This is an optimization exercise on Yosys and OpenROAD, whose aim is small area, a short achievable clock period and few clock cycles, not a production implementation. At most, simulation tests tie the RTL to the original design; equivalence was not proved. Function not checked in run 1: the RTL went through the layout flow alone. Power figures rest on the tool's default switching activity, not on a simulated workload.

**design/flow/constraint.sdc**
```tcl
create_clock -name core_clock -period 8.0 [get_ports {clk}]
set_input_delay 1.6000 -clock core_clock [delete_from_list [all_inputs] [get_ports {clk}]]
set_output_delay 1.6000 -clock core_clock [all_outputs]
set_load 0.01 [all_outputs]
```
**design/flow/config.mk**
```make
export PLATFORM = sky130hd
export DESIGN_NAME = execute_stage_md
export DESIGN_NICKNAME = execute_stage_md
export VERILOG_FILES = /design/flow/design.v
export SDC_FILE = /design/flow/constraint.sdc
export NUM_CORES = 4
export LEC_CHECK = 0
export CAP_MARGIN = 20
export CORE_MARGIN = 2
export CORE_UTILIZATION = 40
export SETUP_SLACK_MARGIN = 1.5
export SLEW_MARGIN = 20
```
**design/flow/design.v**
```verilog
package exe_pkg;
  localparam logic [4:0] ALU_ADD   = 5'd0;
  localparam logic [4:0] ALU_SUB   = 5'd1;
  localparam logic [4:0] ALU_AND   = 5'd2;
  localparam logic [4:0] ALU_OR    = 5'd3;
  localparam logic [4:0] ALU_XOR   = 5'd4;
  localparam logic [4:0] ALU_NOR   = 5'd5;
  localparam logic [4:0] ALU_SLT   = 5'd6;
  localparam logic [4:0] ALU_SLTU  = 5'd7;
  localparam logic [4:0] ALU_SLL   = 5'd8;
  localparam logic [4:0] ALU_SRL   = 5'd9;
  localparam logic [4:0] ALU_SRA   = 5'd10;
  localparam logic [4:0] ALU_SLLV  = 5'd11;
  localparam logic [4:0] ALU_SRLV  = 5'd12;
  localparam logic [4:0] ALU_SRAV  = 5'd13;
  localparam logic [4:0] ALU_LUI   = 5'd14;
  localparam logic [4:0] ALU_MULT  = 5'd16;
  localparam logic [4:0] ALU_MULTU = 5'd17;
  localparam logic [4:0] ALU_DIV   = 5'd18;
  localparam logic [4:0] ALU_DIVU  = 5'd19;
  localparam logic [4:0] ALU_MFHI  = 5'd20;
  localparam logic [4:0] ALU_MFLO  = 5'd21;
  localparam logic [4:0] ALU_MTHI  = 5'd22;
  localparam logic [4:0] ALU_MTLO  = 5'd23;
  localparam logic [1:0] SRC_RD2  = 2'b00;
  localparam logic [1:0] SRC_SIMM = 2'b01;
  localparam logic [1:0] SRC_ZIMM = 2'b10;
  localparam logic [1:0] FWD_RD  = 2'b00;
  localparam logic [1:0] FWD_WB  = 2'b01;
  localparam logic [1:0] FWD_MEM = 2'b10;
  localparam logic [1:0] MDOP_MULT  = 2'd0;
  localparam logic [1:0] MDOP_MULTU = 2'd1;
  localparam logic [1:0] MDOP_DIV   = 2'd2;
  localparam logic [1:0] MDOP_DIVU  = 2'd3;
  typedef enum logic [1:0] {S_IDLE, S_MUL, S_DIV} md_state_t;
  function automatic logic [1:0] md_sel(input logic [4:0] op);
    case (op)
      ALU_MULTU: md_sel = MDOP_MULTU;
      ALU_DIV:   md_sel = MDOP_DIV;
      ALU_DIVU:  md_sel = MDOP_DIVU;
      default:   md_sel = MDOP_MULT;
    endcase
  endfunction
  function automatic logic [35:0] add36(input logic [35:0] x, input logic [35:0] y,
                                       input logic cin);
    logic [35:0] g, p, G, P;
    logic [36:0] c;
    g = x & y;
    p = x ^ y;
    G = g;
    P = p;
    G[0] = g[0] | (p[0] & cin);
    for (int k = 0; k < 6; k++)
      for (int i = 35; i >= 0; i--)
        if ((i % (2 << k)) == (2 << k) - 1) begin
          G[i] = G[i] | (P[i] & G[i - (1 << k)]);
          P[i] = P[i] & P[i - (1 << k)];
        end
    for (int k = 4; k >= 0; k--)
      for (int i = 35; i >= 0; i--)
        if (i >= (3 << k) - 1 && (i % (2 << k)) == (1 << k) - 1) begin
          G[i] = G[i] | (P[i] & G[i - (1 << k)]);
          P[i] = P[i] & P[i - (1 << k)];
        end
    c = {G, cin};
    add36 = p ^ c[35:0];
  endfunction
  function automatic logic [31:0] cneg32(input logic [31:0] v, input logic neg);
    logic [31:0] o;
    o = v;
    for (int k = 0; k < 5; k++)
      for (int i = 31; i >= 0; i--)
        if ((i % (2 << k)) == (2 << k) - 1)
          o[i] = o[i] | o[i - (1 << k)];
    for (int k = 3; k >= 0; k--)
      for (int i = 31; i >= 0; i--)
        if (i >= (3 << k) - 1 && (i % (2 << k)) == (1 << k) - 1)
          o[i] = o[i] | o[i - (1 << k)];
    cneg32 = v ^ ({o[30:0], 1'b0} & {32{neg}});
  endfunction
  function automatic logic [4:0] clz32(input logic [31:0] v);
    logic [15:0] v16; logic [7:0] v8; logic [3:0] v4; logic [1:0] v2;
    logic z16, z8, z4, z2, z1;
    z16 = (v[31:16] == 16'd0); v16 = z16 ? v[15:0]  : v[31:16];
    z8  = (v16[15:8] == 8'd0); v8  = z8  ? v16[7:0] : v16[15:8];
    z4  = (v8[7:4] == 4'd0);   v4  = z4  ? v8[3:0]  : v8[7:4];
    z2  = (v4[3:2] == 2'd0);   v2  = z2  ? v4[1:0]  : v4[3:2];
    z1  = ~v2[1];
    clz32 = {z16, z8, z4, z2, z1};
  endfunction
endpackage
module md_iter_unit
#(
  parameter int WIDTH = 32
) (
  input  logic             clk,
  input  logic             rst_n,
  input  logic             start,
  input  logic [1:0]       op,
  input  logic [WIDTH-1:0] a,
  input  logic [WIDTH-1:0] b,
  input  logic             wr_hi,
  input  logic             wr_lo,
  output logic             busy,
  output logic [WIDTH-1:0] hi,
  output logic [WIDTH-1:0] lo
);
  localparam logic [1:0] PH_STEP = 2'd0, PH_SETUP = 2'd1, PH_CORR = 2'd2, PH_FIX = 2'd3;
  localparam logic [2:0] BD_ZERO = 3'b000, BD_PLUS = 3'b001, BD_MINUS = 3'b101;
  logic [31:0] hi_r, lo_r, d;
  logic        busy_r, is_div, msgn, sa, nq, hs;
  logic [2:0]  bd0, bd1;
  logic [1:0]  ph;
  logic [4:0]  cnt;
  function automatic logic [2:0] booth(input logic b2, input logic b1, input logic b0);
    booth = {b2, (b2 & ~b1 & ~b0) | (~b2 & b1 & b0), b1 ^ b0};
  endfunction
  logic        last, rneg, st_signed;
  logic [35:0] mA, pp0, pp1, acc_x, cs_s, cs_c, msum;
  logic [31:0] nega_in, negb_in, nega, negb, d_al;
  logic        nega_c, negb_c, d_zero;
  logic [4:0]  za, zb;
  logic [5:0]  n;
  always_comb begin
    last  = (cnt == 5'd0);
    mA    = {{4{msgn & d[31]}}, d};
    acc_x = {{4{is_div ? hs : hi_r[31]}}, hi_r};
    pp0 = (({36{bd0[0]}} & mA) | ({36{bd0[1]}} & {mA[34:0], 1'b0})) ^ {36{bd0[2]}};
    pp1 = (({36{bd1[0]}} & mA) | ({36{bd1[1]}} & {mA[34:0], 1'b0})) ^ {36{bd1[2]}};
    pp1 = {pp1[33:0], bd1[2], bd1[2]};
    cs_s = acc_x ^ pp0 ^ pp1;
    cs_c = {((acc_x[34:0] & pp0[34:0]) | (acc_x[34:0] & pp1[34:0]) | (pp0[34:0] & pp1[34:0])), bd1[2]};
    msum = exe_pkg::add36(cs_s, cs_c, bd0[2]);
    rneg = msum[35];
    st_signed = op[1] & ~op[0];
    nega_in = start ? a : hi_r;
    negb_in = start ? b : lo_r;
    nega_c  = start ? (st_signed & a[31]) : sa;
    negb_c  = start ? (st_signed & b[31]) : nq;
    nega = exe_pkg::cneg32(nega_in, nega_c);
    negb = exe_pkg::cneg32(negb_in, negb_c);
    d_zero = (d == 32'd0);
    za = exe_pkg::clz32(hi_r);
    zb = exe_pkg::clz32(d);
    n  = {1'b0, zb} - {1'b0, za};
    d_al = d << n[4:0];
  end
  always_ff @(posedge clk or negedge rst_n) begin
    if (!rst_n) begin
      busy_r <= 1'b0;
      hi_r   <= '0;
      lo_r   <= '0;
    end else if (start) begin
      busy_r <= 1'b1;
      hi_r   <= op[1] ? nega : 32'd0;
      lo_r   <= b;
    end else if (busy_r) begin
      if (!is_div) begin
        if (ph == PH_FIX) begin
          hi_r   <= msum[31:0];
          busy_r <= 1'b0;
        end else begin
          hi_r <= msum[35:4];
          lo_r <= {msum[3:0], lo_r[31:4]};
          if (last && !(~msgn && lo_r[3])) busy_r <= 1'b0;
        end
      end else begin
        case (ph)
          PH_SETUP: begin
            lo_r <= d_zero ? 32'hFFFF_FFFF : 32'd0;
            if ((d_zero || n[5]) && !sa) busy_r <= 1'b0;
          end
          PH_STEP: begin
            hi_r <= msum[31:0];
            lo_r <= {lo_r[30:0], ~rneg};
            if (last && !rneg && !(sa || nq)) busy_r <= 1'b0;
          end
          PH_CORR: begin
            hi_r <= msum[31:0];
            if (!(sa || nq)) busy_r <= 1'b0;
          end
          default: begin
            hi_r   <= nega;
            lo_r   <= negb;
            busy_r <= 1'b0;
          end
        endcase
      end
    end else begin
      if (wr_hi) hi_r <= a;
      if (wr_lo) lo_r <= a;
    end
  end
  always_ff @(posedge clk) begin
    if (start) begin
      is_div <= op[1];
      msgn   <= ~op[1] & ~op[0];
      ph     <= op[1] ? PH_SETUP : PH_STEP;
      cnt    <= 5'd7;
      d      <= op[1] ? negb : a;
      hs     <= 1'b0;
      sa     <= st_signed & a[31];
      nq     <= st_signed & (a[31] ^ b[31]);
      bd0    <= op[1] ? BD_MINUS : booth(b[1], b[0], 1'b0);
      bd1    <= op[1] ? BD_ZERO  : booth(b[3], b[2], b[1]);
    end else if (busy_r) begin
      if (!is_div) begin
        cnt <= cnt - 5'd1;
        if (last) begin
          ph  <= PH_FIX;
          bd0 <= BD_PLUS;
          bd1 <= BD_ZERO;
        end else begin
          bd0 <= booth(lo_r[5], lo_r[4], lo_r[3]);
          bd1 <= booth(lo_r[7], lo_r[6], lo_r[5]);
        end
      end else begin
        case (ph)
          PH_SETUP: begin
            cnt <= n[4:0];
            d   <= d_al;
            if (d_zero) nq <= 1'b0;
            ph  <= (d_zero || n[5]) ? PH_FIX : PH_STEP;
          end
          PH_STEP: begin
            hs  <= rneg;
            bd0 <= rneg ? BD_PLUS : BD_MINUS;
            cnt <= cnt - 5'd1;
            if (!last) d <= {1'b0, d[31:1]};
            else       ph <= rneg ? PH_CORR : PH_FIX;
          end
          PH_CORR: begin
            hs <= 1'b0;
            ph <= PH_FIX;
          end
          default: ;
        endcase
      end
    end
  end
  assign busy = busy_r;
  assign hi   = hi_r;
  assign lo   = lo_r;
endmodule
module execute_stage_md
#(
  parameter int WIDTH  = 32,
  parameter int RA_W   = 5,
  parameter int CTRL_W = 5
) (
  input  logic              clk,
  input  logic              rst_n,
  input  logic              ValidE,
  input  logic              RegDstE,
  input  logic [1:0]        ALUSrcE,
  input  logic [CTRL_W-1:0] ALUControlE,
  input  logic [4:0]        shamtE,
  input  logic [WIDTH-1:0]  Rd1E,
  input  logic [WIDTH-1:0]  Rd2E,
  input  logic [RA_W-1:0]   RsE,
  input  logic [RA_W-1:0]   RtE,
  input  logic [RA_W-1:0]   RdE,
  input  logic [15:0]       immE,
  input  logic [WIDTH-1:0]  signImmE,
  input  logic [WIDTH-1:0]  ALUOutMIn,
  input  logic [WIDTH-1:0]  ResultW,
  input  logic [1:0]        ForwardAE,
  input  logic [1:0]        ForwardBE,
  output logic [RA_W-1:0]   RsEtoHU,
  output logic [RA_W-1:0]   RtEtoHU,
  output logic              MdStallE,
  output logic              ValidM,
  output logic [WIDTH-1:0]  ALUOutM,
  output logic [WIDTH-1:0]  WriteDataM,
  output logic [RA_W-1:0]   WriteRegM,
  output logic              MdBusy
);
  logic [WIDTH-1:0] src_a, fwd_b, src_b, alu_res, hi, lo;
  logic md_group, md_arith, md_start, wr_hi, wr_lo, unit_busy;
  assign RsEtoHU = RsE;
  assign RtEtoHU = RtE;
  always_comb begin
    case (ForwardAE)
      exe_pkg::FWD_WB:  src_a = ResultW;
      exe_pkg::FWD_MEM: src_a = ALUOutMIn;
      default: src_a = Rd1E;
    endcase
    case (ForwardBE)
      exe_pkg::FWD_WB:  fwd_b = ResultW;
      exe_pkg::FWD_MEM: fwd_b = ALUOutMIn;
      default: fwd_b = Rd2E;
    endcase
    case (ALUSrcE)
      exe_pkg::SRC_SIMM: src_b = signImmE;
      exe_pkg::SRC_ZIMM: src_b = WIDTH'(immE);
      default:  src_b = fwd_b;
    endcase
  end
  logic        sub, shl, sra;
  logic [4:0]  shamt;
  logic [32:0] addr;
  logic [31:0] sh_in, sh_out, sh_rev;
  logic        lt_s, lt_u;
  always_comb begin
    sub  = (ALUControlE != exe_pkg::ALU_ADD);
    addr = {1'b0, src_a} + {1'b0, src_b ^ {32{sub}}} + {32'd0, sub};
    lt_u = ~addr[32];
    lt_s = (src_a[31] ^ src_b[31]) ? src_a[31] : addr[31];
    shl   = (ALUControlE == exe_pkg::ALU_SLL) || (ALUControlE == exe_pkg::ALU_SLLV);
    sra   = (ALUControlE == exe_pkg::ALU_SRA) || (ALUControlE == exe_pkg::ALU_SRAV);
    shamt = ((ALUControlE == exe_pkg::ALU_SLLV) || (ALUControlE == exe_pkg::ALU_SRLV) ||
             (ALUControlE == exe_pkg::ALU_SRAV)) ? src_a[4:0] : shamtE;
    for (int i = 0; i < 32; i++) sh_in[i] = shl ? src_b[31-i] : src_b[i];
    sh_out = 32'($signed({sra & src_b[31], sh_in}) >>> shamt);
    for (int i = 0; i < 32; i++) sh_rev[i] = sh_out[31-i];
  end
  always_comb begin
    alu_res = '0;
    case (ALUControlE)
      exe_pkg::ALU_ADD:  alu_res = addr[31:0];
      exe_pkg::ALU_SUB:  alu_res = addr[31:0];
      exe_pkg::ALU_AND:  alu_res = src_a & src_b;
      exe_pkg::ALU_OR:   alu_res = src_a | src_b;
      exe_pkg::ALU_XOR:  alu_res = src_a ^ src_b;
      exe_pkg::ALU_NOR:  alu_res = ~(src_a | src_b);
      exe_pkg::ALU_SLT:  alu_res = {31'd0, lt_s};
      exe_pkg::ALU_SLTU: alu_res = {31'd0, lt_u};
      exe_pkg::ALU_SLL:  alu_res = sh_rev;
      exe_pkg::ALU_SRL:  alu_res = sh_out;
      exe_pkg::ALU_SRA:  alu_res = sh_out;
      exe_pkg::ALU_SLLV: alu_res = sh_rev;
      exe_pkg::ALU_SRLV: alu_res = sh_out;
      exe_pkg::ALU_SRAV: alu_res = sh_out;
      exe_pkg::ALU_LUI:  alu_res = {immE, 16'd0};
      exe_pkg::ALU_MFHI: alu_res = hi;
      exe_pkg::ALU_MFLO: alu_res = lo;
      default:  alu_res = '0;
    endcase
  end
  assign md_group = (ALUControlE[4:3] == 2'b10);
  assign md_arith = (ALUControlE[4:2] == 3'b100);
  assign MdBusy   = unit_busy & ~md_arith;
  assign MdStallE = ValidE & MdBusy & md_group;
  assign md_start = ValidE & md_arith;
  assign wr_hi    = ValidE & ~unit_busy & (ALUControlE == exe_pkg::ALU_MTHI);
  assign wr_lo    = ValidE & ~unit_busy & (ALUControlE == exe_pkg::ALU_MTLO);
  md_iter_unit #(.WIDTH(WIDTH)) u_md (
    .clk   (clk),
    .rst_n (rst_n),
    .start (md_start),
    .op    (ALUControlE[1:0]),
    .a     (src_a),
    .b     (fwd_b),
    .wr_hi (wr_hi),
    .wr_lo (wr_lo),
    .busy  (unit_busy),
    .hi    (hi),
    .lo    (lo)
  );
  always_ff @(posedge clk or negedge rst_n) begin
    if (!rst_n) ValidM <= 1'b0;
    else        ValidM <= ValidE & ~MdStallE;
  end
  always_ff @(posedge clk) begin
    ALUOutM    <= alu_res;
    WriteDataM <= fwd_b;
    WriteRegM  <= RegDstE ? RdE : RtE;
  end
endmodule
```
**design/flow/run.sh**
```bash
#!/bin/bash
# synth_recipe.tcl (not shown) runs the flow's synth.tcl, then flattens the netlist and writes it again
# the make line also repeats each setting of config.mk as NAME=value (left out here)
make -C /OpenROAD-flow-scripts/flow DESIGN_CONFIG=/design/flow/config.mk WORK_HOME=/design/flow/orfs CLKGATE_MAP_FILE= SYNTH_SCRIPT=/design/flow/synth_recipe.tcl finish
```
==> impl_metrics.env, run 1 <==
export IMPL_drv_slew=0
export IMPL_r2r_setup_slack_ns=1.51
export IMPL_leakage_uw=0.0124
export IMPL_hold_end="u_md.hs$_SDFFE_PP0P_"
export IMPL_finalCriticalPeriod_ns=6.49
export IMPL_clk_latency_ns=0.53
export IMPL_end_kind="flip-flop"
export IMPL_clock_sinks=185
export IMPL_dieArea_um2=69400
export IMPL_cts_tree="done"
export IMPL_place_ws_ns=0.626
export IMPL_hold_depth=2
export IMPL_ir_worst_vdd_mv=0.710
export IMPL_clk_pin_slew_ns=0.08
export IMPL_status="no timing/DRC/antenna violations"
export IMPL_grt_max_degree=67
export IMPL_vias=31000
export IMPL_reg2reg_to="u_md.d[30]$_DFFE_PP_"
export IMPL_yosys_area_top_type_share_pct=6.74
export IMPL_wirelength_mm=149
export IMPL_fmax_mhz=154
export IMPL_hpwlAfterDp_mm=117
export IMPL_overflow=0
export IMPL_grt_pass1_vias=28700
export IMPL_synth_nets=4000
export IMPL_syn_to_final_growth_pct=16.9
export IMPL_synthTopCellsByArea="ha_1 6.7%, a21oi_1 6.2%, dfrtp_1 6.1%, mux2i_1 5.9%, dfxtp_1 5.7%"
export IMPL_ys_ff_latch=185
export IMPL_syn_inst=3589
export IMPL_cts_buffers=17
export IMPL_hold_start="u_md.hs$_SDFFE_PP0P_"
export IMPL_place_congestion=1.07
export IMPL_tightest_slew_ns=1.28
export IMPL_cts_buffer_depth=2
export IMPL_placedCellCount=4560
export IMPL_fp_coreArea_um2=66900
export IMPL_path_buf_inv=2
export IMPL_cts_htree_levels=4
export IMPL_finClkSkew_ns=0.0146
export IMPL_netlist_area_um2=26900
export IMPL_drtIter0Drc=4821
export IMPL_rr_worst_depth=19
export IMPL_power_density_nw_per_um2=341
export IMPL_cap_violations=0
export IMPL_setup_tns_ns=0
export IMPL_ys_seq_area_share_pct=16.6
export IMPL_postCtsHoldBufs=0
export IMPL_grt_pass1_wl_mm=210
export IMPL_final_cell_area_um2=31500
export IMPL_fp_dieW_um=263
export IMPL_finalCritPeriodShare_pct=81.2
export IMPL_synth_warnings=2
export IMPL_syn_avg_cell_area_um2=7.50
export IMPL_r2r_start="u_md.hi_r[28]$_DFFE_PN0P_"
export IMPL_synth_top_area_cell="ha_1"
export IMPL_hold_path_class="flip-flop to flip-flop"
export IMPL_hold_violations=0
export IMPL_start_kind="flip-flop"
export IMPL_synth_distinct_cells=101
export IMPL_antenna_found_initial=10
export IMPL_finalNonFillerCells=4600
export IMPL_first_pass_iters=7
export IMPL_setup_violations=0
export IMPL_synth_edf_count=43
export IMPL_cp_slowest_cell="o21ai_0"
export IMPL_post_drt_wl_per_cell_um=32.4
export IMPL_drc=0
export IMPL_clockRootBuffer="clkbuf_16"
export IMPL_worstPathRequired_ns=8.29
export IMPL_fin_nets=4124
export IMPL_layout_drive_gt1_share_pct=9.07
export IMPL_grt_usage_pct=41.6
export IMPL_vias_per_cell=6.75
export IMPL_dominantRegCellSynth="dfxtp_1"
export IMPL_critical_path_max_stage_delay_ns=0.57
export IMPL_ant_nets=0
export IMPL_worst_setup_path_type="flip-flop to flip-flop"
export IMPL_crit_path_max_fanout=32
export IMPL_io_buffers=282
export IMPL_n_fill_cell=6791
export IMPL_placed_cell_area_um2=30600
export IMPL_crit_family="simple AND/OR/NAND/NOR gates"
export IMPL_async_flop_share_pct=35.7
export IMPL_cp_arrival_ns=6.78
export IMPL_rows=95
export IMPL_maxSlewHeadroom_pct=13.9
export IMPL_initial_core_util_pct=40.2
export IMPL_rsz0062_at_grt="yes"
export IMPL_utilization_pct=47.0
export IMPL_worst_slack_ns=1.51
export IMPL_path_cells="or4_1 -> nor2_1 -> and4_4 -> nand2_1 -> nand2_1 -> o21ai_0 -> nor4_2 -> a21oi_1 -> a21boi_1 -> ha_2 -> inv_1 -> fa_1 -> buf_4 -> o21ai_0 -> mux2i_1 -> mux2i_1 -> nor2_1 -> o311a_1 -> a221oi_1"
export IMPL_die_y_um=263
export IMPL_io_pins=293
==> layer usage <==
| metal | vias up | wire (um) | GRT usage, % |
|---|---|---|---|
| li1 | 13400 | - | - |
| met1 | 14900 | 55700 | 51.6 |
| met2 | 2231 | 63900 | 62.8 |
| met3 | 512 | 17300 | 11.7 |
| met4 | 12 | 12200 | 28.3 |
| met5 | - | 80 | 0 |
==> kinds of logic after synthesis <==
kind of cell	share of synthesized area, %
compound gates	32.0
fa+ha+maj	10.8
xor+xnor	7.58
mux	9.09
buf+inv	7.53
flops	16.6
simple gates	16.3
==> how the worst max path moves through the flow <==
stage	start	end	slack, ns	depth (start not counted)
5_1_grt	u_md.bd0[0]$_DFFE_PP_	u_md.ph[0]$_DFFE_PP_	1.42	22
3_3_place_gp	ForwardBE[0]	ALUOutM[29]$_SDFF_PN0_	0.73	21
3_5_place_dp	ForwardBE[0]	ALUOutM[29]$_SDFF_PN0_	0.63	20
4_1_cts	u_md.bd0[0]$_DFFE_PP_	u_md.ph[0]$_DFFE_PP_	1.44	22
2_1_floorplan	u_md.bd1[2]$_DFFE_PP_	u_md.ph[0]$_DFFE_PP_	1.85	23
6_report	u_md.hi_r[28]$_DFFE_PN0P_	u_md.d[30]$_DFFE_PP_	1.51	19
==> cell type report <==
class	instances	area [um^2]	area share, %
Inverter	179	677	2.15
Clock buffer	19	464	1.48
Timing Repair Buffer	414	3870	12.3
Multi-Input combinational cell	2916	20800	66.0
Antenna cell	1	2.50	0.00795
Clock inverter	13	119	0.378
Sequential cell	185	4460	14.2
Tap cell	873	1090	3.47
==> synth_stat cells (all sizes together) (28+ instances only) <==
master / count
nor2: 346
a22oi: 111
xnor2: 161
ha: 145
dfxtp: 76
xor2: 72
o21ai: 279
edfxtp: 43
a21o: 41
fa: 55
buf: 111
o22ai: 30
mux2i: 160
a21oi: 333
nor2b: 45
a211oi: 56
inv: 177
o211ai: 57
a221oi: 100
clkbuf: 198
nand3: 62
nand2b: 29
nand2: 326
nor3: 53
a31oi: 44
a221o: 28
dfrtp: 66
==> tightest hold or removal path: cells and delay by family, from the launching register on <==
kind               cells  cell delay, ns
AOI/OAI and AO/OA      2            0.13
DFF                    1            0.32
==> state kept, by name (all words and copies together) (netlist names) <==
name and count:
ALUOutM 32, WriteDataM 32, u_md.d 32, u_md.hi_r 32, u_md.lo_r 32, WriteRegM 5
u_md.cnt 5, u_md.bd0 3, u_md.bd1 3, u_md.ph 2, ValidM 1, u_md.busy_r 1
u_md.hs 1, u_md.is_div 1, u_md.msgn 1, u_md.nq 1, u_md.sa 1
==> per-stage QoR <==
step / total power, uW / hold slack [ns]
5_1_grt: 11300 / 0.535
3_5_place_dp: 9340 / 0.470
3_3_place_gp: 9340 / 0.466
4_1_cts: 10400 / 0.491
6_report: 10700 / 0.496
2_1_floorplan: 6620 / 0.450
==> repair_timing <==
action | 4_1_cts | 5_1_grt
endpoints found under the setup margin | 25 | 44
gates resized for setup | 11 | 45
setup buffers | 4 | 3
pin swaps | 2 | 5
endpoints found under the hold margin | 0 | 0
==> cells in the final DEF (no fill, tap or decap), types with 56 or more instances in the layout <==
master           synthesis  final
nor2_1                 346    337
nand2_1                326    325
a21oi_1                333    321
clkdlybuf4s50_1          0    279
o21ai_0                248    243
inv_1                  175    175
xnor2_1                161    158
mux2i_1                158    155
ha_1                   145    137
buf_4                   19    121
a22oi_1                107    107
a221oi_1                94     90
dfxtp_1                 76     76
xor2_1                  72     69
dfrtp_1                 66     66
nand3_1                 62     62
o211ai_1                56     56
==> power by group <==
part           total, uW  switching, uW  internal (uW)
sequential          1710            476           1240
combinational       8080           4990           3090
clock                943            504            439
total              10700           5970           4770
==> run 2, diff against run 1 <==
--- a/design/flow/design.v
+++ b/design/flow/design.v
@@ -105,33 +105,44 @@
   output logic [WIDTH-1:0] hi,
   output logic [WIDTH-1:0] lo
 );
-  localparam logic [1:0] PH_STEP = 2'd0, PH_SETUP = 2'd1, PH_CORR = 2'd2, PH_FIX = 2'd3;
-  localparam logic [2:0] BD_ZERO = 3'b000, BD_PLUS = 3'b001, BD_MINUS = 3'b101;
+  localparam logic [1:0] PH_STEP = 2'd0, PH_SETUP = 2'd1, PH_FIX = 2'd2;
   logic [31:0] hi_r, lo_r, d;
-  logic        busy_r, is_div, msgn, sa, nq, hs;
-  logic [2:0]  bd0, bd1;
+  logic        busy_r, is_div, msgn, x, sa, nq;
   logic [1:0]  ph;
   logic [4:0]  cnt;
   function automatic logic [2:0] booth(input logic b2, input logic b1, input logic b0);
     booth = {b2, (b2 & ~b1 & ~b0) | (~b2 & b1 & b0), b1 ^ b0};
   endfunction
-  logic        last, rneg, st_signed;
+  logic        last, ge, st_signed, fix_needed;
+  logic [2:0]  bd0, bd1;
   logic [35:0] mA, pp0, pp1, acc_x, cs_s, cs_c, msum;
-  logic [31:0] nega_in, negb_in, nega, negb, d_al;
-  logic        nega_c, negb_c, d_zero;
+  logic [31:0] r_nx, q_nx, nega_in, negb_in, nega, negb, d_al;
+  logic        nega_c, negb_c;
   logic [4:0]  za, zb;
   logic [5:0]  n;
   always_comb begin
-    last  = (cnt == 5'd0);
+    last = (cnt == 5'd0);
+    if (is_div) begin
+      bd0 = 3'b101;
+      bd1 = 3'b000;
+    end else if (ph == PH_FIX) begin
+      bd0 = 3'b001;
+      bd1 = 3'b000;
+    end else begin
+      bd0 = booth(lo_r[1], lo_r[0], x);
+      bd1 = booth(lo_r[3], lo_r[2], lo_r[1]);
+    end
     mA    = {{4{msgn & d[31]}}, d};
-    acc_x = {{4{is_div ? hs : hi_r[31]}}, hi_r};
+    acc_x = {{4{~is_div & hi_r[31]}}, hi_r};
     pp0 = (({36{bd0[0]}} & mA) | ({36{bd0[1]}} & {mA[34:0], 1'b0})) ^ {36{bd0[2]}};
     pp1 = (({36{bd1[0]}} & mA) | ({36{bd1[1]}} & {mA[34:0], 1'b0})) ^ {36{bd1[2]}};
     pp1 = {pp1[33:0], bd1[2], bd1[2]};
     cs_s = acc_x ^ pp0 ^ pp1;
     cs_c = {((acc_x[34:0] & pp0[34:0]) | (acc_x[34:0] & pp1[34:0]) | (pp0[34:0] & pp1[34:0])), bd1[2]};
     msum = exe_pkg::add36(cs_s, cs_c, bd0[2]);
-    rneg = msum[35];
+    ge   = ~msum[35];
+    r_nx = ge ? msum[31:0] : hi_r;
+    q_nx = {lo_r[30:0], ge};
     st_signed = op[1] & ~op[0];
     nega_in = start ? a : hi_r;
     negb_in = start ? b : lo_r;
@@ -139,7 +150,6 @@
     negb_c  = start ? (st_signed & b[31]) : nq;
     nega = exe_pkg::cneg32(nega_in, nega_c);
     negb = exe_pkg::cneg32(negb_in, negb_c);
-    d_zero = (d == 32'd0);
     za = exe_pkg::clz32(hi_r);
     zb = exe_pkg::clz32(d);
     n  = {1'b0, zb} - {1'b0, za};
@@ -164,77 +174,53 @@
           lo_r <= {msum[3:0], lo_r[31:4]};
           if (last && !(~msgn && lo_r[3])) busy_r <= 1'b0;
         end
+      end else if (ph == PH_SETUP) begin
+        if (d == 32'd0) begin
+          lo_r <= 32'hFFFF_FFFF;
+          if (!sa) busy_r <= 1'b0;
+        end else begin
+          lo_r <= 32'd0;
+          if (n[5] && !sa) busy_r <= 1'b0;
+        end
+      end else if (ph == PH_FIX) begin
+        hi_r   <= nega;
+        lo_r   <= negb;
+        busy_r <= 1'b0;
       end else begin
-        case (ph)
-          PH_SETUP: begin
-            lo_r <= d_zero ? 32'hFFFF_FFFF : 32'd0;
-            if ((d_zero || n[5]) && !sa) busy_r <= 1'b0;
-          end
-          PH_STEP: begin
-            hi_r <= msum[31:0];
-            lo_r <= {lo_r[30:0], ~rneg};
-            if (last && !rneg && !(sa || nq)) busy_r <= 1'b0;
-          end
-          PH_CORR: begin
-            hi_r <= msum[31:0];
-            if (!(sa || nq)) busy_r <= 1'b0;
-          end
-          default: begin
-            hi_r   <= nega;
-            lo_r   <= negb;
-            busy_r <= 1'b0;
-          end
-        endcase
+        hi_r <= r_nx;
+        lo_r <= q_nx;
+        if (last && !fix_needed) busy_r <= 1'b0;
       end
     end else begin
       if (wr_hi) hi_r <= a;
       if (wr_lo) lo_r <= a;
     end
   end
+  assign fix_needed = sa | nq;
   always_ff @(posedge clk) begin
     if (start) begin
       is_div <= op[1];
       msgn   <= ~op[1] & ~op[0];
       ph     <= op[1] ? PH_SETUP : PH_STEP;
+      x      <= 1'b0;
       cnt    <= 5'd7;
       d      <= op[1] ? negb : a;
-      hs     <= 1'b0;
       sa     <= st_signed & a[31];
       nq     <= st_signed & (a[31] ^ b[31]);
-      bd0    <= op[1] ? BD_MINUS : booth(b[1], b[0], 1'b0);
-      bd1    <= op[1] ? BD_ZERO  : booth(b[3], b[2], b[1]);
     end else if (busy_r) begin
       if (!is_div) begin
+        x   <= lo_r[3];
         cnt <= cnt - 5'd1;
-        if (last) begin
-          ph  <= PH_FIX;
-          bd0 <= BD_PLUS;
-          bd1 <= BD_ZERO;
-        end else begin
-          bd0 <= booth(lo_r[5], lo_r[4], lo_r[3]);
-          bd1 <= booth(lo_r[7], lo_r[6], lo_r[5]);
-        end
+        if (last) ph <= PH_FIX;
+      end else if (ph == PH_SETUP) begin
+        cnt <= n[4:0];
+        d   <= d_al;
+        if (d == 32'd0) nq <= 1'b0;
+        ph  <= (d == 32'd0 || n[5]) ? PH_FIX : PH_STEP;
       end else begin
-        case (ph)
-          PH_SETUP: begin
-            cnt <= n[4:0];
-            d   <= d_al;
-            if (d_zero) nq <= 1'b0;
-            ph  <= (d_zero || n[5]) ? PH_FIX : PH_STEP;
-          end
-          PH_STEP: begin
-            hs  <= rneg;
-            bd0 <= rneg ? BD_PLUS : BD_MINUS;
-            cnt <= cnt - 5'd1;
-            if (!last) d <= {1'b0, d[31:1]};
-            else       ph <= rneg ? PH_CORR : PH_FIX;
-          end
-          PH_CORR: begin
-            hs <= 1'b0;
-            ph <= PH_FIX;
-          end
-          default: ;
-        endcase
+        cnt <= cnt - 5'd1;
+        d   <= {1'b0, d[31:1]};
+        if (last) ph <= PH_FIX;
       end
     end
   end
--- a/design/flow/config.mk
+++ b/design/flow/config.mk
@@ -8,5 +8,4 @@
 export CAP_MARGIN = 20
 export CORE_MARGIN = 2
 export CORE_UTILIZATION = 40
-export SETUP_SLACK_MARGIN = 1.5
 export SLEW_MARGIN = 20
==> impl_metrics.env, run 2 <==
export IMPL_status="no timing/DRC/antenna violations"
export IMPL_clock_sinks=179
export IMPL_crit_path_max_fanout=29
export IMPL_most_common_layout_cells="343 x nand2_1, 317 x a21oi_1, 280 x clkdlybuf4s50_1"
export IMPL_final_common_cell="nand2_1"
export IMPL_io_buffers=282
export IMPL_placedCellCount=4446
export IMPL_power_density_nw_per_um2=415
export IMPL_fp_coreArea_um2=64500
export IMPL_cts_buffers=17
export IMPL_place_congestion=1.07
export IMPL_p_clk_share_pct=7.4
export IMPL_intPower_uw=5430
export IMPL_synth_most_common_cell="nand2_1"
export IMPL_combPwrFrac_pct=77.4
export IMPL_clockRootBuffer="clkbuf_16"
export IMPL_fp_dieW_um=259
export IMPL_initial_core_util_pct=40.4
export IMPL_hold_violations=0
export IMPL_postCtsHoldBufs=0
export IMPL_synth_warnings=2
export IMPL_cts_buffer_depth=2
export IMPL_fmax_mhz=133
export IMPL_rr_worst_depth=28
export IMPL_power_switching_uw=7250
export IMPL_wirelength_mm=143
export IMPL_grt_usage_pct=41.3
export IMPL_overflow=0
export IMPL_cts_tree="done"
export IMPL_finalCriticalPeriod_ns=7.51
export IMPL_synth_nets=3858
export IMPL_setup_tns_ns=0
export IMPL_synth_distinct_cells=101
export IMPL_r2r_setup_slack_ns=0.49
export IMPL_cp_arrival_ns=7.87
export IMPL_synth_edf_count=37
export IMPL_dieArea_um2=67200
export IMPL_ys_seq_area_share_pct=16.4
export IMPL_ant_nets=0
export IMPL_synthTopCellsByArea="ha_1 6.8%, mux2i_1 6.8%, dfrtp_1 6.3%, a21oi_1 6.1%, dfxtp_1 5.8%"
export IMPL_grt_pass1_vias=27700
export IMPL_layout_drive_gt1_share_pct=9.00
export IMPL_hold_depth=2
export IMPL_rows=93
export IMPL_syn_to_final_growth_pct=17.3
export IMPL_hold_end="u_md.x$_SDFFE_PP0P_"
export IMPL_cp_slowest_cell="edfxtp_1"
export IMPL_end_kind="flip-flop"
export IMPL_worst_setup_path_type="flip-flop to flip-flop"
export IMPL_hold_path_class="flip-flop to flip-flop"
export IMPL_first_pass_iters=7
export IMPL_ys_ff_latch=179
export IMPL_leakage_uw=0.0125
export IMPL_vias_per_cell=6.75
export IMPL_maxSlewHeadroom_pct=15.5
export IMPL_setup_violations=0
export IMPL_grt_max_degree=142
export IMPL_dominantRegCellSynth="dfxtp_1"
export IMPL_switching_share_pct=57.2
export IMPL_netlist_area_um2=26100
export IMPL_drtIter0Drc=4934
export IMPL_pwr_share_seq_pct=15.2
export IMPL_reg2reg_to="u_md.hi_r[21]$_DFFE_PN0P_"
export IMPL_rsz0062_at_grt="no"
export IMPL_r2r_start="u_md.ph[0]$_DFFE_PN_"
export IMPL_die_y_um=259
export IMPL_antenna_found_initial=11
export IMPL_vias=30200
export IMPL_fin_nets=4019
export IMPL_clk_latency_ns=0.54
export IMPL_ir_worst_vdd_mv=0.319
export IMPL_io_pins=293
export IMPL_yosys_area_top_type_share_pct=6.82
export IMPL_critical_path_max_stage_delay_ns=0.56
export IMPL_async_flop_share_pct=36.9
export IMPL_clk_pin_slew_ns=0.09
export IMPL_post_drt_wl_per_cell_um=31.8
export IMPL_cp_common_cell="a21o_1"
export IMPL_drc=0
export IMPL_hpwlAfterDp_mm=112
export IMPL_syn_avg_cell_area_um2=7.56
export IMPL_grt_pass1_wl_mm=201
export IMPL_hold_start="u_md.x$_SDFFE_PP0P_"
export IMPL_worstPathRequired_ns=8.36
export IMPL_cap_violations=0
export IMPL_start_kind="flip-flop"
export IMPL_finalCritPeriodShare_pct=93.8
export IMPL_synth_top_area_cell="ha_1"
export IMPL_tightest_slew_ns=1.25
export IMPL_finClkSkew_ns=0.0228
export IMPL_ys_top_cells_by_count="343 x nand2_1, 318 x a21oi_1, 282 x nor2_1"
export IMPL_cts_htree_levels=4
export IMPL_drv_slew=0
export IMPL_finalNonFillerCells=4482
export IMPL_syn_inst=3450
export IMPL_post_cts_buffers=0
[run 2: changes by cell type after synthesis, moves of 13 or more]
cell,before,now
nor2_1,346,282
a22oi_1,107,160
a221oi_1,94,50
a222oi_1,1,25
inv_1,175,151
o211ai_1,56,35
mux2i_1,158,176
nand2_1,326,343
a21oi_1,333,318
buf_1,44,29
xnor2_1,161,147
mux2_2,23,36
[run 2: worst max-delay path, delay by kind of cell, from the launching register on]
family | cells | cell delay, ns
compound gates | 15 | 3.17
fa+ha+maj | 4 | 1.49
xor+xnor | 5 | 1.00
simple gates | 3 | 0.75
flops | 1 | 0.56
buf+inv | 1 | 0.34
[run 2: per-layer routing]
layer	share of wire, %	GRT usage [%]	up-vias
met5	0.16	0	-
met4	7.2	25.1	20
met3	12	10.7	529
met2	42	60.8	2180
met1	39	54.0	14500
li1	-	-	13000
[run 2: how the worst max path moves through the flow]
stage | start | to | slack, ns | depth (start not counted)
after global placement | u_md.lo_r[1]$_DFFE_PN0P_ | u_md.hi_r[21]$_DFFE_PN0P_ | 0.51 | 28
after floorplan | u_md.ph[0]$_DFFE_PN_ | u_md.hi_r[27]$_DFFE_PN0P_ | 1.04 | 29
after detailed placement | u_md.lo_r[1]$_DFFE_PN0P_ | u_md.hi_r[21]$_DFFE_PN0P_ | 0.39 | 28
after global routing | u_md.lo_r[1]$_DFFE_PN0P_ | u_md.hi_r[21]$_DFFE_PN0P_ | 0.11 | 28
after CTS | u_md.lo_r[1]$_DFFE_PN0P_ | u_md.hi_r[21]$_DFFE_PN0P_ | 0.31 | 28
final | u_md.ph[0]$_DFFE_PN_ | u_md.hi_r[21]$_DFFE_PN0P_ | 0.49 | 28
[run 2: repair_timing]
item,in CTS,in global routing
setup endpoints to repair,0,5
gates resized for setup,0,1
endpoints found under the hold margin,0,0
[run 2: logic make-up after synthesis]
group | Yosys count | share of synthesized area [%]
xor+xnor | 223 | 7.49
compound gates | 1252 | 32.0
mux | 230 | 9.83
buf+inv | 454 | 7.27
simple gates | 914 | 15.9
flops | 179 | 16.4
fa+ha+maj | 198 | 11.1
[run 2: per-stage QoR]
stage | total power (uW) | utilization, % | worst slack (ns) | instance area, um^2 | hold slack [ns]
after CTS | 12400 | 47.4 | 0.307 | 30600 | 0.508
final | 12700 | 47.4 | 0.492 | 30600 | 0.518
after global routing | 13400 | 47.4 | 0.109 | 30600 | 0.549
after global placement | 11400 | 46.5 | 0.509 | 30000 | 0.487
after floorplan | 8030 | - | 1.04 | 26100 | 0.475
after detailed placement | 11400 | 46.5 | 0.391 | 30000 | 0.496
[run 2: cell type report]
type	count	area, um^2
Inverter	157	592
Antenna cell	3	7.51
Sequential cell	179	4290
Clock buffer	18	429
Tap cell	855	1070
Fill cell	6583	33900
Timing Repair Buffer	439	4010
Clock inverter	14	169
Multi-Input combinational cell	2817	20000
[run 2: power by group through the flow]
stage	registers, uW	logic, uW	clock network [uW]
floorplan	1470	6550	0
global placement	1880	9520	0
detailed placement	1880	9510	0
CTS	1860	9560	944
global route	1910	10500	973
finish	1930	9820	934
Testbench counts of run 2, summed over its fixed seeds: cycles 3,734.
==> run 3, diff against run 2 <==
--- a/design/flow/design.v
+++ b/design/flow/design.v
@@ -105,51 +105,45 @@
   output logic [WIDTH-1:0] hi,
   output logic [WIDTH-1:0] lo
 );
-  localparam logic [1:0] PH_STEP = 2'd0, PH_SETUP = 2'd1, PH_FIX = 2'd2;
+  localparam logic [2:0] P_STEP = 3'd0, P_SETUP = 3'd1, P_NEGD = 3'd2, P_NEGH = 3'd3,
+                         P_RFIN = 3'd4, P_FIXL = 3'd5, P_MFIX = 3'd6;
+  localparam logic [2:0] BD_ZERO = 3'b000, BD_PLUS = 3'b001, BD_MINUS = 3'b101;
   logic [31:0] hi_r, lo_r, d;
-  logic        busy_r, is_div, msgn, x, sa, nq;
-  logic [1:0]  ph;
+  logic        busy_r, is_div, msgn, sa, sb, nq, hs;
+  logic [2:0]  bd0, bd1;
+  logic [2:0]  ph;
   logic [4:0]  cnt;
+  logic        zacc, ainv, msel_lo;
+  function automatic logic [2:0] dp_ctl(input logic [2:0] p, input logic s_a);
+    dp_ctl = {(p == P_NEGD) || (p == P_FIXL), (p == P_NEGH) || ((p == P_RFIN) && s_a),
+              (p == P_FIXL)};
+  endfunction
   function automatic logic [2:0] booth(input logic b2, input logic b1, input logic b0);
     booth = {b2, (b2 & ~b1 & ~b0) | (~b2 & b1 & b0), b1 ^ b0};
   endfunction
-  logic        last, ge, st_signed, fix_needed;
-  logic [2:0]  bd0, bd1;
-  logic [35:0] mA, pp0, pp1, acc_x, cs_s, cs_c, msum;
-  logic [31:0] r_nx, q_nx, nega_in, negb_in, nega, negb, d_al;
-  logic        nega_c, negb_c;
+  logic        last, rneg, d_zero, st_signed, acc_e;
+  logic [31:0] msrc, d_al;
+  logic [33:0] mA;
+  logic [35:0] pp0, pp1, acc_x, cs_s, cs_c, msum;
   logic [4:0]  za, zb;
   logic [5:0]  n;
   always_comb begin
-    last = (cnt == 5'd0);
-    if (is_div) begin
-      bd0 = 3'b101;
-      bd1 = 3'b000;
-    end else if (ph == PH_FIX) begin
-      bd0 = 3'b001;
-      bd1 = 3'b000;
-    end else begin
-      bd0 = booth(lo_r[1], lo_r[0], x);
-      bd1 = booth(lo_r[3], lo_r[2], lo_r[1]);
-    end
-    mA    = {{4{msgn & d[31]}}, d};
-    acc_x = {{4{~is_div & hi_r[31]}}, hi_r};
-    pp0 = (({36{bd0[0]}} & mA) | ({36{bd0[1]}} & {mA[34:0], 1'b0})) ^ {36{bd0[2]}};
-    pp1 = (({36{bd1[0]}} & mA) | ({36{bd1[1]}} & {mA[34:0], 1'b0})) ^ {36{bd1[2]}};
-    pp1 = {pp1[33:0], bd1[2], bd1[2]};
+    last    = (cnt == 5'd0);
+    msrc    = msel_lo ? lo_r : d;
+    mA      = {{2{msgn & msrc[31]}}, msrc};
+    acc_e   = ((is_div ? hs : hi_r[31]) & ~zacc) ^ ainv;
+    acc_x   = {2'b01, ~acc_e, acc_e, (hi_r & {32{~zacc}}) ^ {32{ainv}}};
+    pp0 = (({34{bd0[0]}} & mA) | ({34{bd0[1]}} & {mA[32:0], 1'b0})) ^ {34{bd0[2]}};
+    pp1 = (({34{bd1[0]}} & mA) | ({34{bd1[1]}} & {mA[32:0], 1'b0})) ^ {34{bd1[2]}};
+    pp0 = {2'b00, ~pp0[33], pp0[32:0]};
+    pp1 = {~pp1[33], pp1[32:0], bd1[2], bd1[2]};
     cs_s = acc_x ^ pp0 ^ pp1;
-    cs_c = {((acc_x[34:0] & pp0[34:0]) | (acc_x[34:0] & pp1[34:0]) | (pp0[34:0] & pp1[34:0])), bd1[2]};
+    cs_c = {((acc_x[34:0] & pp0[34:0]) | (acc_x[34:0] & pp1[34:0]) | (pp0[34:0] & pp1[34:0])),
+            bd1[2] | ainv};
     msum = exe_pkg::add36(cs_s, cs_c, bd0[2]);
-    ge   = ~msum[35];
-    r_nx = ge ? msum[31:0] : hi_r;
-    q_nx = {lo_r[30:0], ge};
+    rneg = msum[35];
     st_signed = op[1] & ~op[0];
-    nega_in = start ? a : hi_r;
-    negb_in = start ? b : lo_r;
-    nega_c  = start ? (st_signed & a[31]) : sa;
-    negb_c  = start ? (st_signed & b[31]) : nq;
-    nega = exe_pkg::cneg32(nega_in, nega_c);
-    negb = exe_pkg::cneg32(negb_in, negb_c);
+    d_zero = (d == 32'd0);
     za = exe_pkg::clz32(hi_r);
     zb = exe_pkg::clz32(d);
     n  = {1'b0, zb} - {1'b0, za};
@@ -162,66 +156,123 @@
       lo_r   <= '0;
     end else if (start) begin
       busy_r <= 1'b1;
-      hi_r   <= op[1] ? nega : 32'd0;
+      hi_r   <= op[1] ? a : 32'd0;
       lo_r   <= b;
     end else if (busy_r) begin
-      if (!is_div) begin
-        if (ph == PH_FIX) begin
+      case (ph)
+        P_STEP: begin
+          if (!is_div) begin
+            hi_r <= msum[35:4];
+            lo_r <= {msum[3:0], lo_r[31:4]};
+            if (last && !(~msgn && lo_r[3])) busy_r <= 1'b0;
+          end else begin
+            hi_r <= msum[31:0];
+            lo_r <= {lo_r[30:0], ~rneg};
+            if (last && !rneg && !sa && !nq) busy_r <= 1'b0;
+          end
+        end
+        P_SETUP: begin
+          lo_r <= d_zero ? 32'hFFFF_FFFF : 32'd0;
+          if ((d_zero || n[5]) && !sa) busy_r <= 1'b0;
+        end
+        P_NEGD: ;
+        P_NEGH: hi_r <= msum[31:0];
+        P_RFIN: begin
+          hi_r <= msum[31:0];
+          if (!nq) busy_r <= 1'b0;
+        end
+        P_FIXL: begin
+          lo_r   <= msum[31:0];
+          busy_r <= 1'b0;
+        end
+        default: begin   
           hi_r   <= msum[31:0];
           busy_r <= 1'b0;
-        end else begin
-          hi_r <= msum[35:4];
-          lo_r <= {msum[3:0], lo_r[31:4]};
-          if (last && !(~msgn && lo_r[3])) busy_r <= 1'b0;
-        end
-      end else if (ph == PH_SETUP) begin
-        if (d == 32'd0) begin
-          lo_r <= 32'hFFFF_FFFF;
-          if (!sa) busy_r <= 1'b0;
-        end else begin
-          lo_r <= 32'd0;
-          if (n[5] && !sa) busy_r <= 1'b0;
-        end
-      end else if (ph == PH_FIX) begin
-        hi_r   <= nega;
-        lo_r   <= negb;
-        busy_r <= 1'b0;
-      end else begin
-        hi_r <= r_nx;
-        lo_r <= q_nx;
-        if (last && !fix_needed) busy_r <= 1'b0;
-      end
+        end
+      endcase
     end else begin
       if (wr_hi) hi_r <= a;
       if (wr_lo) lo_r <= a;
     end
   end
-  assign fix_needed = sa | nq;
   always_ff @(posedge clk) begin
     if (start) begin
       is_div <= op[1];
       msgn   <= ~op[1] & ~op[0];
-      ph     <= op[1] ? PH_SETUP : PH_STEP;
-      x      <= 1'b0;
       cnt    <= 5'd7;
-      d      <= op[1] ? negb : a;
+      d      <= op[1] ? b : a;
+      hs     <= 1'b0;
       sa     <= st_signed & a[31];
+      sb     <= st_signed & b[31];
       nq     <= st_signed & (a[31] ^ b[31]);
-    end else if (busy_r) begin
-      if (!is_div) begin
-        x   <= lo_r[3];
-        cnt <= cnt - 5'd1;
-        if (last) ph <= PH_FIX;
-      end else if (ph == PH_SETUP) begin
-        cnt <= n[4:0];
-        d   <= d_al;
-        if (d == 32'd0) nq <= 1'b0;
-        ph  <= (d == 32'd0 || n[5]) ? PH_FIX : PH_STEP;
+      if (!op[1]) begin
+        ph  <= P_STEP;
+        {zacc, ainv, msel_lo} <= dp_ctl(P_STEP, st_signed & a[31]);
+        bd0 <= booth(b[1], b[0], 1'b0);
+        bd1 <= booth(b[3], b[2], b[1]);
       end else begin
-        cnt <= cnt - 5'd1;
-        d   <= {1'b0, d[31:1]};
-        if (last) ph <= PH_FIX;
+        ph  <= (st_signed & b[31]) ? P_NEGD : (st_signed & a[31]) ? P_NEGH : P_SETUP;
+        {zacc, ainv, msel_lo} <= dp_ctl((st_signed & b[31]) ? P_NEGD : (st_signed & a[31]) ? P_NEGH : P_SETUP, st_signed & a[31]);
+        bd0 <= (st_signed & b[31]) ? BD_MINUS : BD_ZERO;
+        bd1 <= BD_ZERO;
       end
+    end else if (busy_r) begin
+      case (ph)
+        P_STEP: begin
+          cnt <= cnt - 5'd1;
+          if (!is_div) begin
+            if (last) begin
+              ph  <= P_MFIX;
+              {zacc, ainv, msel_lo} <= dp_ctl(P_MFIX, sa);
+              bd0 <= BD_PLUS;
+              bd1 <= BD_ZERO;
+            end else begin
+              bd0 <= booth(lo_r[5], lo_r[4], lo_r[3]);
+              bd1 <= booth(lo_r[7], lo_r[6], lo_r[5]);
+            end
+          end else begin
+            hs <= rneg;
+            if (!last) begin
+              d   <= {1'b0, d[31:1]};
+              bd0 <= rneg ? BD_PLUS : BD_MINUS;
+            end else begin
+              ph  <= (rneg || sa) ? P_RFIN : P_FIXL;
+              {zacc, ainv, msel_lo} <= dp_ctl((rneg || sa) ? P_RFIN : P_FIXL, sa);
+              bd0 <= rneg ? (sa ? BD_MINUS : BD_PLUS) : (sa ? BD_ZERO : BD_MINUS);
+            end
+          end
+        end
+        P_NEGD: begin
+          d   <= msum[31:0];
+          ph  <= sa ? P_NEGH : P_SETUP;
+          {zacc, ainv, msel_lo} <= dp_ctl(sa ? P_NEGH : P_SETUP, sa);
+          bd0 <= BD_ZERO;
+        end
+        P_NEGH: begin
+          ph  <= P_SETUP;
+          {zacc, ainv, msel_lo} <= dp_ctl(P_SETUP, sa);
+        end
+        P_SETUP: begin
+          cnt <= n[4:0];
+          d   <= d_al;
+          if (d_zero || n[5]) begin
+            nq  <= 1'b0;
+            ph  <= P_RFIN;
+            {zacc, ainv, msel_lo} <= dp_ctl(P_RFIN, sa);
+            bd0 <= BD_ZERO;
+          end else begin
+            ph  <= P_STEP;
+            {zacc, ainv, msel_lo} <= dp_ctl(P_STEP, sa);
+            bd0 <= BD_MINUS;
+          end
+        end
+        P_RFIN: begin
+          ph  <= P_FIXL;
+          {zacc, ainv, msel_lo} <= dp_ctl(P_FIXL, sa);
+          bd0 <= BD_MINUS;
+        end
+        default: ;
+      endcase
     end
   end
   assign busy = busy_r;
--- a/design/flow/config.mk
+++ b/design/flow/config.mk
@@ -8,4 +8,5 @@
 export CAP_MARGIN = 20
 export CORE_MARGIN = 2
 export CORE_UTILIZATION = 40
+export SETUP_SLACK_MARGIN = 2.0
 export SLEW_MARGIN = 20
==> impl_metrics.env, run 3 <==
export IMPL_dieArea_um2=66700
export IMPL_cp_common_cell="o21ai_0"
export IMPL_syn_to_final_growth_pct=20.1
export IMPL_hold_violations=0
export IMPL_synth_edf_count=48
export IMPL_ant_nets=0
export IMPL_wirelength_mm=146
export IMPL_clockRootBuffer="clkbuf_16"
export IMPL_layout_drive_gt1_share_pct=12.3
export IMPL_initial_core_util_pct=40.3
export IMPL_ys_ff_latch=189
export IMPL_status="no timing/DRC/antenna violations"
export IMPL_cp_arrival_ns=6.19
export IMPL_hold_path_class="flip-flop to flip-flop"
export IMPL_place_ws_ns=0.964
export IMPL_synth_warnings=2
export IMPL_io_pins=293
export IMPL_drtIter0Drc=4783
export IMPL_clock_sinks=189
export IMPL_worst_slack_ns=2.02
export IMPL_io_buffers=282
export IMPL_postCtsHoldBufs=0
export IMPL_end_kind="flip-flop"
export IMPL_ir_worst_vdd_mv=0.262
export IMPL_grt_pass1_wl_mm=203
export IMPL_finalCriticalPeriod_ns=5.98
export IMPL_grt_max_degree=76
export IMPL_drv_slew=0
export IMPL_placed_cell_area_um2=29500
export IMPL_fp_coreArea_um2=64200
export IMPL_cp_slowest_cell="fa_2"
export IMPL_grt_pass1_vias=27400
export IMPL_crit_path_max_fanout=12
export IMPL_critical_path_max_stage_delay_ns=0.64
export IMPL_rows=93
export IMPL_cts_buffer_depth=2
export IMPL_path_cells="nor4_2 -> nand4_1 -> or2_1 -> clkinvlp_4 -> a21o_1 -> o21ai_0 -> o2111a_1 -> nor2b_1 -> a2111oi_0 -> o21ai_0 -> ha_1 -> fa_2 -> buf_4 -> mux2i_1 -> a21oi_1 -> nand2_1 -> nand2_1 -> o21ai_0 -> o221ai_1 -> a31oi_1 -> a21oi_1"
export IMPL_finClkSkew_ns=0.0249
export IMPL_cts_htree_levels=4
export IMPL_worst_setup_path_type="flip-flop to flip-flop"
export IMPL_netlist_area_um2=25900
export IMPL_start_kind="flip-flop"
export IMPL_first_pass_iters=9
export IMPL_synth_most_common_cell="nor2_1"
export IMPL_syn_avg_cell_area_um2=7.70
export IMPL_cts_tree="done"
export IMPL_final_cell_area_um2=31100
export IMPL_synthTopCellsByArea="ha_1 6.9%, mux2i_1 6.5%, dfrtp_1 6.4%, dfxtp_1 5.8%, a21oi_1 5.6%"
export IMPL_finalCritPeriodShare_pct=74.7
export IMPL_grt_usage_pct=42.2
export IMPL_syn_inst=3358
export IMPL_die_y_um=258
export IMPL_fin_nets=3955
export IMPL_tightest_slew_ns=1.21
export IMPL_fp_dieW_um=258
export IMPL_hpwlAfterDp_mm=112
export IMPL_place_congestion=1.06
export IMPL_dominantRegCellSynth="dfxtp_1"
export IMPL_setup_tns_ns=0
export IMPL_async_flop_share_pct=34.9
export IMPL_vias_per_cell=6.71
export IMPL_clk_latency_ns=0.51
export IMPL_utilization_pct=48.4
export IMPL_most_common_layout_cells="306 x nand2_1, 305 x nor2_1, 278 x a21oi_1"
export IMPL_setup_violations=0
export IMPL_synth_distinct_cells=102
export IMPL_synth_nets=3766
export IMPL_cap_violations=0
export IMPL_ys_top_cells_by_count="310 x nor2_1, 306 x nand2_1, 289 x a21oi_1"
export IMPL_leakage_uw=0.0124
export IMPL_clk_pin_slew_ns=0.10
export IMPL_overflow=0
export IMPL_worstPathRequired_ns=8.21
export IMPL_post_drt_wl_per_cell_um=33.0
export IMPL_fmax_mhz=167
export IMPL_yosys_area_top_type_share_pct=6.87
export IMPL_maxSlewHeadroom_pct=18.6
export IMPL_final_common_cell="nand2_1"
export IMPL_cts_buffers=17
export IMPL_synth_top_area_cell="ha_1"
export IMPL_rsz0062_at_grt="yes"
export IMPL_power_density_nw_per_um2=333
export IMPL_vias=29700
export IMPL_drc=0
export IMPL_ys_seq_area_share_pct=17.8
export IMPL_antenna_found_initial=8
[run 3: cell types whose count changed after synthesis, moves of 32 or more]
| cell | delta |
|---|---|
| o21ai_0 | -67 |
| a22oi_1 | -57 |
| xor2_1 | -47 |
| nand2_1 | -37 |
| nor2b_1 | +34 |
| mux2_2 | +32 |
[run 3: cell families (layout without fill, tap and decap cells)]
| logic type | count (synthesis) | count (layout) | synth area share, % |
|---|---|---|---|
| adder cells (fa/ha/maj) | 198 | 198 | 11.2 |
| AO/OA/AOI/OAI | 1116 | 1116 | 29.3 |
| multiplexers | 256 | 256 | 11.2 |
| buffers and inverters | 459 | 661 | 7.39 |
| other | 0 | 4 | 0 |
| XOR/XNOR | 180 | 180 | 6.09 |
| AND/OR/NAND/NOR | 960 | 960 | 17.1 |
| flip-flops | 189 | 189 | 17.8 |
[run 3: layer usage]
layer | global-route usage (%) | share of wire, %
met2 | 63.6 | 42
met3 | 10.8 | 11
met5 | 0 | 0.029
met1 | 51.5 | 37
met4 | 33.0 | 9.9
[run 3: power by group]
part | total (uW) | switching (uW) | internal (uW)
combinational | 7800 | 5140 | 2660
clock | 950 | 517 | 433
sequential | 1580 | 388 | 1200
[run 3: critical path, delay by kind of cell, from the launching register on]
kind / cells / cell delay [ns]
AOI/OAI and AO/OA: 10 / 2.34
DFF: 1 / 0.57
muxes: 1 / 0.24
and+or+nand+nor: 6 / 1.21
buffers and inverters: 2 / 0.40
adders and majority gates: 2 / 0.91
[run 3: path summary, 6_finish.rpt]
kind,slack (ns),start,depth (start not counted),end
worst min register to register,0.50,u_md.cnt[4]$_SDFFE_PP0P_,2,u_md.cnt[4]$_SDFFE_PP0P_
worst min-delay path,0.50,u_md.cnt[4]$_SDFFE_PP0P_,2,u_md.cnt[4]$_SDFFE_PP0P_
max in group asynchronous,5.84,rst_n,2,u_md.busy_r$_DFF_PN0_
worst max-delay path,2.02,u_md.d[27]$_DFFE_PP_,21,u_md.d[24]$_DFFE_PP_
min in group asynchronous,0.90,rst_n,1,u_md.hi_r[9]$_DFFE_PN0P_
worst max register to register,2.02,u_md.d[27]$_DFFE_PP_,21,u_md.d[24]$_DFFE_PP_
[run 3: repair_timing]
item | in CTS | in global routing
endpoints found under the setup margin | 44 | 51
endpoints found under the hold margin | 0 | 0
gates cloned | 2 | 1
pin swaps | 4 | 17
resized for setup | 35 | 73
setup buffers | 17 | 26
[run 3: final cells by class]
| cell class | instances | area [um^2] |
|---|---|---|
| multi-input cells | 2710 | 19900 |
| clock buffers | 17 | 425 |
| well taps | 855 | 1070 |
| flip-flops and latches | 189 | 4600 |
| fillers | 6490 | 33200 |
| clock inverters | 15 | 204 |
| inverters | 178 | 678 |
| repair buffers | 450 | 4210 |
| repair inverters | 1 | 7.51 |
| diodes | 4 | 10.0 |
[run 3: stage by stage]
step | hold WS, ns | power [uW] | std cells
5_1_grt | 0.541 | 10500 | 4415
6_report | 0.503 | 10300 | 4419
2_1_floorplan | 0.450 | 5250 | 3358
3_3_place_gp | 0.471 | 8630 | 4337
4_1_cts | 0.498 | 9680 | 4388
3_5_place_dp | 0.482 | 8630 | 4337
Testbench counts of run 3, summed over its fixed seeds: cycles 3,770.

## static timing again, ports no longer ideal
In the flow no input, the clock included, has a driving cell. The finished layouts below were timed again as built, in two steps.
Step 1 (the two cells are an assumption about what drives the block):
set clk [get_ports {clk}]
set_driving_cell -lib_cell sky130_fd_sc_hd__clkbuf_16 $clk
set_driving_cell -lib_cell sky130_fd_sc_hd__buf_2 [delete_from_list [all_inputs] $clk]
Step 2, shift: input delay + t, output delay - t, t = (earliest + latest rising clock arrival at the registers) / 2. This alone moves slack from input paths to output paths.
Three values: no drivers, after step 1, after step 2; two values: the first two.
run	shift t [ns]	slack for setup (ns)	hold slack, ns	worst setup path at the end	cell pins on the clock port's net
run 1	0.585	1.506 / 1.506 / 1.063	0.496 / 0.496 / 0.496	input to register	1
run 2	0.598	0.492 / 0.492 / 0.323	0.518 / 0.518 / 0.518	input to register	1
run 3	0.550	2.022 / 2.022 / 1.546	0.503 / 0.503 / 0.503	input to register	1
After both steps setup and hold are still met in every run listed. For run 3, which loses most, drivers alone change the setup slack by 0.000 ns; drivers and shift together by -0.476 ns.
